Context: an optimization exercise on an open-source flow, tuned for small area, a short achievable clock period and few clock cycles. The choices shown serve that exercise and are no tape-out recipe.
RTL that was checked went through simulation tests only; none was proved equivalent to the original.
Power is estimated from default activity; no workload was simulated.

Setup of main:
## usb_audio_unpack_volume
module usb_audio_unpack_volume (
  input  wire logic               clk,
  input  wire logic               rst_n,
  input  wire logic               in_valid,
  output logic                    in_stall,
  input  wire logic [7:0]         in_data_byte,
  input  wire logic               in_last_byte,
  output logic                    out_valid,
  input  wire logic               out_stall,
  output logic signed [31:0]      out_left_sample,
  output logic signed [31:0]      out_right_sample,
  output logic                    out_last_frame,
  input  wire logic               cfg_wr_en,
  input  wire logic [1:0]         cfg_index,
  input  wire logic [15:0]        cfg_data
);
==> flow/config.mk <==
export PLATFORM = sky130hd
export DESIGN_NAME = usb_audio_unpack_volume
export DESIGN_NICKNAME = usb_audio_unpack_volume
export VERILOG_FILES = /design/flow/design.v
export SDC_FILE = /design/flow/constraint.sdc
export NUM_CORES = 4
export LEC_CHECK = 0
export CAP_MARGIN = 20
export CORE_MARGIN = 2
export CORE_UTILIZATION = 40
export SETUP_SLACK_MARGIN = 5
export SLEW_MARGIN = 20
==> flow/constraint.sdc <==
create_clock -name core_clock -period 10.0 [get_ports {clk}]
set_input_delay 2.0000 -clock core_clock [delete_from_list [all_inputs] [get_ports {clk}]]
set_output_delay 2.0000 -clock core_clock [all_outputs]
set_load 0.01 [all_outputs]
run.sh (not shown) runs the stock make flow with config.mk's settings and CLKGATE_MAP_FILE= SYNTH_SCRIPT=/design/flow/synth_recipe.tcl, a recipe that flattens the netlist after the stock synthesis.
main finished end to end and its layout was clean on timing, DRC and antenna.
Input-level comparison between the feature branch and main:
# main
export LEC_CHECK = 0
export CAP_MARGIN = 20
export CORE_MARGIN = 2
export CORE_UTILIZATION = 40
export SETUP_SLACK_MARGIN = 5
export SLEW_MARGIN = 20
create_clock -name core_clock -period 10.0 [get_ports {clk}]
# the feature branch
export LEC_CHECK = 0
export CAP_MARGIN = 20
export CORE_MARGIN = 2
export CORE_UTILIZATION = 65
export SETUP_SLACK_MARGIN = 5
export SLEW_MARGIN = 20
create_clock -name core_clock -period 10.0 [get_ports {clk}]
==> comparison <==
- Across both runs, total of fill cells in the finished design was lower for the feature branch than for main.
- Diff the feature branch..main | clock-cell share of area | negligible
- | met1 demand-to-capacity share in global routing | the feature branch vs main | 16 points higher |
No functional check of the RTL was part of any run of this note.

usb_audio_unpack_volume, a different RTL version from the one above (not shown whole).
Size in the first run: ~390 flip-flops, ~99 I/O pins, ~27000 um2 of cells after synthesis.
==> flow/design.v (excerpt) <==
module usb_audio_unpack_volume (
  input  wire logic               clk,
  input  wire logic               rst_n,
  input  wire logic               in_valid,
  output logic                    in_stall,
  input  wire logic [7:0]         in_data_byte,
  input  wire logic               in_last_byte,
  output logic                    out_valid,
  input  wire logic               out_stall,
  output logic signed [31:0]      out_left_sample,
  output logic signed [31:0]      out_right_sample,
  output logic                    out_last_frame,
  input  wire logic               cfg_wr_en,
  input  wire logic [1:0]         cfg_index,
  input  wire logic [15:0]        cfg_data
);
==> flow/config.mk <==
export PLATFORM = sky130hd
export DESIGN_NAME = usb_audio_unpack_volume
export DESIGN_NICKNAME = usb_audio_unpack_volume
export VERILOG_FILES = /design/flow/design.v
export SDC_FILE = /design/flow/constraint.sdc
export NUM_CORES = 4
export LEC_CHECK = 0
export CAP_MARGIN = 20
export CORE_MARGIN = 2
export CORE_UTILIZATION = 40
export SETUP_SLACK_MARGIN = 5
export SLEW_MARGIN = 20
==> flow/constraint.sdc <==
create_clock -name core_clock -period 10.0 [get_ports {clk}]
set_input_delay 2.0000 -clock core_clock [delete_from_list [all_inputs] [get_ports {clk}]]
set_output_delay 2.0000 -clock core_clock [all_outputs]
set_load 0.01 [all_outputs]
standard.sh (not shown) runs the stock make flow with config.mk's settings and CLKGATE_MAP_FILE= SYNTH_SCRIPT=/design/flow/synth_recipe.tcl, a recipe that flattens the netlist after the stock synthesis.
==> flow/flow/run.sh <==
#!/bin/bash
set -euo pipefail
bash standard.sh SETUP_SLACK_MARGIN=6.5 "BUFFER_PORTS_ARGS=-buffer_cell sky130_fd_sc_hd__buf_1" finish > standard_make.log 2>&1
Testbench counts at the start, summed over its fixed seeds: cycles 19,044.
Next try:
==> flow/flow/run.sh (replaced) <==
#!/bin/bash
set -euo pipefail
bash standard.sh SETUP_SLACK_MARGIN=7 "BUFFER_PORTS_ARGS=-buffer_cell sky130_fd_sc_hd__buf_1" finish > standard_make.log 2>&1
Result:
- via count increases by 6.3%
- setup slack improves by 0.35 ns
- wire length increases by 11%
Next try:
==> flow/flow/run.sh (replaced) <==
#!/bin/bash
set -euo pipefail
bash standard.sh SETUP_SLACK_MARGIN=6.5 "BUFFER_PORTS_ARGS=-buffer_cell sky130_fd_sc_hd__buf_1" finish > standard_make.log 2>&1
- CTS_BUF_LIST: not set -> sky130_fd_sc_hd__clkbuf_8
- CTS_CLUSTER_SIZE: not set -> 30
The changed run completed without violations.
Utilization came out lower by 5.9 points.
Setup slack got worse by 0.31 ns.
Design area went down by 12%.
Via count came out lower by 5.2%.
Sequential cell count stays the same.
Routed wire length falls by 9.8%.
Global-route usage falls by 0.91 points.
Die area is unchanged.
Power drops by 8.3%.

delta:
usb_audio_unpack_volume, a different RTL version from the one above (not shown whole).
Size: roughly 2700 cells after synthesis, roughly 370 flip-flops, ~99 I/O pins.
clock: 10.0 ns
lec_check: 0
cap_margin: 20
core_margin: 2
core_utilization: 40
cts_buf_list: sky130_fd_sc_hd__clkbuf_8
cts_cluster_size: 30
setup_slack_margin: 5
slew_margin: 20
tns_end_percent: 10
==> flow/flow/run.sh <==
#!/bin/bash
set -euo pipefail
bash standard.sh SETUP_SLACK_MARGIN=6.75 "BUFFER_PORTS_ARGS=-buffer_cell sky130_fd_sc_hd__buf_1" finish > standard_make.log 2>&1
Testbench counts of delta, summed over its fixed seeds: cycles 19,044.
Modified inputs, willow compared to delta
- putting PLACE_DENSITY at 0.7 where nothing was set
- clearing TNS_END_PERCENT, which used to be 10
- swapping 40 for 55 in CORE_UTILIZATION
Notes after the runs:
- Summary: with delta as the reference, number of cells upsized or downsized after cts in willow moved up by more than 10%.
- Clock insertion delay at the later pin of the skew report was higher in delta than in willow.
- willow: final standard cell utilization of the core is 17 points higher than what delta reported.
- The run with more setup slack is delta; willow has less.
- Wire length went down by a few percent going from delta to willow.
- delta → willow: area of all placed cells without fillers fell about 0.3%, worst path required time went down 2.39 ns, number of ordinary and repair buffers in the finished layout saw an increase, standby leakage power grew by 0.32%, routed metal-1 wirelength moved down.
- On sequential share of cell area, willow tracks delta almost exactly.
--- input diff willow..tundra ---
- a deleted PLACE_DENSITY that had been 0.7
- a change of CORE_UTILIZATION from 55 to 40
==> flow/flow/run.sh <==
#!/bin/bash
set -euo pipefail
bash standard.sh SETUP_SLACK_MARGIN=7 "BUFFER_PORTS_ARGS=-buffer_cell sky130_fd_sc_hd__buf_1" finish > standard_make.log 2>&1
## What came out
tundra vs. willow: multi-input logic portion of the cell area went down, sequential cell area did not really move, insertion delay to the later sink of the worst-skew pair went up.
tundra against willow; area of all placed cells without fillers is up by a little under 10%.
Going from willow to tundra, maximum frequency from static timing analysis grows by 0.0080 GHz.
When the final numbers for tundra and willow were put side by side, the number of rows created at floorplan turned out to be greater in tundra.
Met2 track utilization from global routing in tundra vs willow: down 9.6 points

== run 1 ==
Starting RTL as in the previous note.
export LEC_CHECK = 0
export CAP_MARGIN = 20
export CORE_MARGIN = 2
export CORE_UTILIZATION = 40
export CTS_BUF_LIST = sky130_fd_sc_hd__clkbuf_8
export CTS_CLUSTER_SIZE = 30
export SETUP_SLACK_MARGIN = 5
export SLEW_MARGIN = 20
create_clock -name core_clock -period 10.0 [get_ports {clk}]
==> flow/flow/run.sh <==
#!/bin/bash
set -euo pipefail
bash standard.sh SETUP_SLACK_MARGIN=6.9 "BUFFER_PORTS_ARGS=-buffer_cell sky130_fd_sc_hd__buf_1" finish > standard_make.log 2>&1
Run 1 did not stop at any stage, and its layout met the timing, DRC and antenna checks.
Testbench counts of run 1, summed over its fixed seeds: cycles 19,044.
Inputs modified between run 1 and run 2:
# run 1
export LEC_CHECK = 0
export CAP_MARGIN = 20
export CORE_MARGIN = 2
export CORE_UTILIZATION = 40
export CTS_BUF_LIST = sky130_fd_sc_hd__clkbuf_8
export CTS_CLUSTER_SIZE = 30
export SETUP_SLACK_MARGIN = 5
export SLEW_MARGIN = 20
create_clock -name core_clock -period 10.0 [get_ports {clk}]
# run 2
export LEC_CHECK = 0
export ABC_AREA = 1
export CAP_MARGIN = 20
export CORE_MARGIN = 2
export CORE_UTILIZATION = 40
export CTS_BUF_LIST = sky130_fd_sc_hd__clkbuf_8
export CTS_CLUSTER_SIZE = 30
export SETUP_SLACK_MARGIN = 5
export SLEW_MARGIN = 20
create_clock -name core_clock -period 10.0 [get_ports {clk}]
==> flow/flow/run.sh <==
#!/bin/bash
set -euo pipefail
bash standard.sh SETUP_SLACK_MARGIN=6.75 "BUFFER_PORTS_ARGS=-buffer_cell sky130_fd_sc_hd__buf_1" finish > standard_make.log 2>&1
## What came out
When the final numbers for run 1 and run 2 were put side by side, the slack of the critical path turned out to be greater in run 1. [run 2 vs run 1] multiplexer area fraction after synthesis: lower in run 2. Per the comparison of run 2 with run 1, portion of total power attributed to the clock network -7.8 points; total power +22%; non-clock buffer contribution to total cell area -1.4 points; wire length of the first global-routing pass +4.5%.
> inputs changed (run 2 -> run 3)
# run 2
export LEC_CHECK = 0
export ABC_AREA = 1
export CAP_MARGIN = 20
export CORE_MARGIN = 2
export CORE_UTILIZATION = 40
export CTS_BUF_LIST = sky130_fd_sc_hd__clkbuf_8
export CTS_CLUSTER_SIZE = 30
export SETUP_SLACK_MARGIN = 5
export SLEW_MARGIN = 20
create_clock -name core_clock -period 10.0 [get_ports {clk}]
# run 3
export LEC_CHECK = 0
export CAP_MARGIN = 20
export CORE_MARGIN = 2
export CORE_UTILIZATION = 40
export CTS_BUF_LIST = sky130_fd_sc_hd__clkbuf_8
export CTS_CLUSTER_SIZE = 30
export SETUP_SLACK_MARGIN = 5
export SLEW_MARGIN = 20
create_clock -name core_clock -period 10.0 [get_ports {clk}]
==> comparison <==
Diff run 2 -> run 3 | post-synthesis net count | decrease of 570
The capturing element of the worst setup path comes out in_stall in one run and out_last_frame in the other, namely in run 3 and run 2 respectively.
Status: level count of the clock H-tree parity (run 2, run 3)
When run 3 is set beside run 2, its adder and majority gate portion of the synthesized area turns out to be 0.18 points larger.
Looking at combinational fraction of design power, run 3 sits 14 points below run 2.
On placeable core area, the lower figure sits with run 3, not run 2.
Compared with run 2, in run 3 clock-cell share of area saw little to no change; share of the cycle needed by the critical path after routing saw a decrease; design area saw a decrease; tightest hold margin saw an increase.

-- afterwards: timing with drivers on the ports --
Ports are ideal in the flow. The routed layouts listed here were re-timed in OpenROAD.
Step 1 sets driving cells, clkbuf_16 on the clock port and buf_2 on the other inputs (assumed; they add their load-dependent delay and slew).
Step 2, shift: input delay + t, output delay - t, t = (earliest + latest rising clock arrival at the registers) / 2. This alone moves slack from input paths to output paths.
Slacks: ideal ports / drivers / drivers and shift; pairs: ideal ports / drivers.
| run | t (ns) | setup WS [ns] | worst register clock-pin slew, ns |
|---|---|---|---|
| main | 0.657 | 5.049 / 5.084 / 4.428 | 0.06 / 0.06 |
| the feature branch | 0.629 | 4.932 / 4.932 / 4.388 | 0.07 / 0.07 |
| the first run of note 2 | 0.673 | 6.543 / 6.543 / 5.910 | 0.07 / 0.07 |
| the second run of note 2 | 0.665 | 6.895 / 6.832 / 6.228 | 0.06 / 0.06 |
| the third run of note 2 | 0.729 | 6.588 / 6.622 / 5.893 | 0.07 / 0.07 |
| delta | 0.723 | 6.708 / 6.708 / 6.040 | 0.07 / 0.07 |
| willow | 0.690 | 6.702 / 6.645 / 6.091 | 0.06 / 0.06 |
| tundra | 0.718 | 6.787 / 6.732 / 6.176 | 0.07 / 0.07 |
| run 1 | 0.713 | 6.750 / 6.691 / 6.203 | 0.07 / 0.07 |
| run 2 | 0.705 | 6.691 / 6.635 / 6.152 | 0.06 / 0.06 |
| run 3 | 0.736 | 6.792 / 6.730 / 6.120 | 0.06 / 0.06 |
After both steps every run listed still meets setup and hold. For the third run of note 2, which loses most, drivers alone change the setup slack by +0.034 ns; drivers and shift together by -0.695 ns.
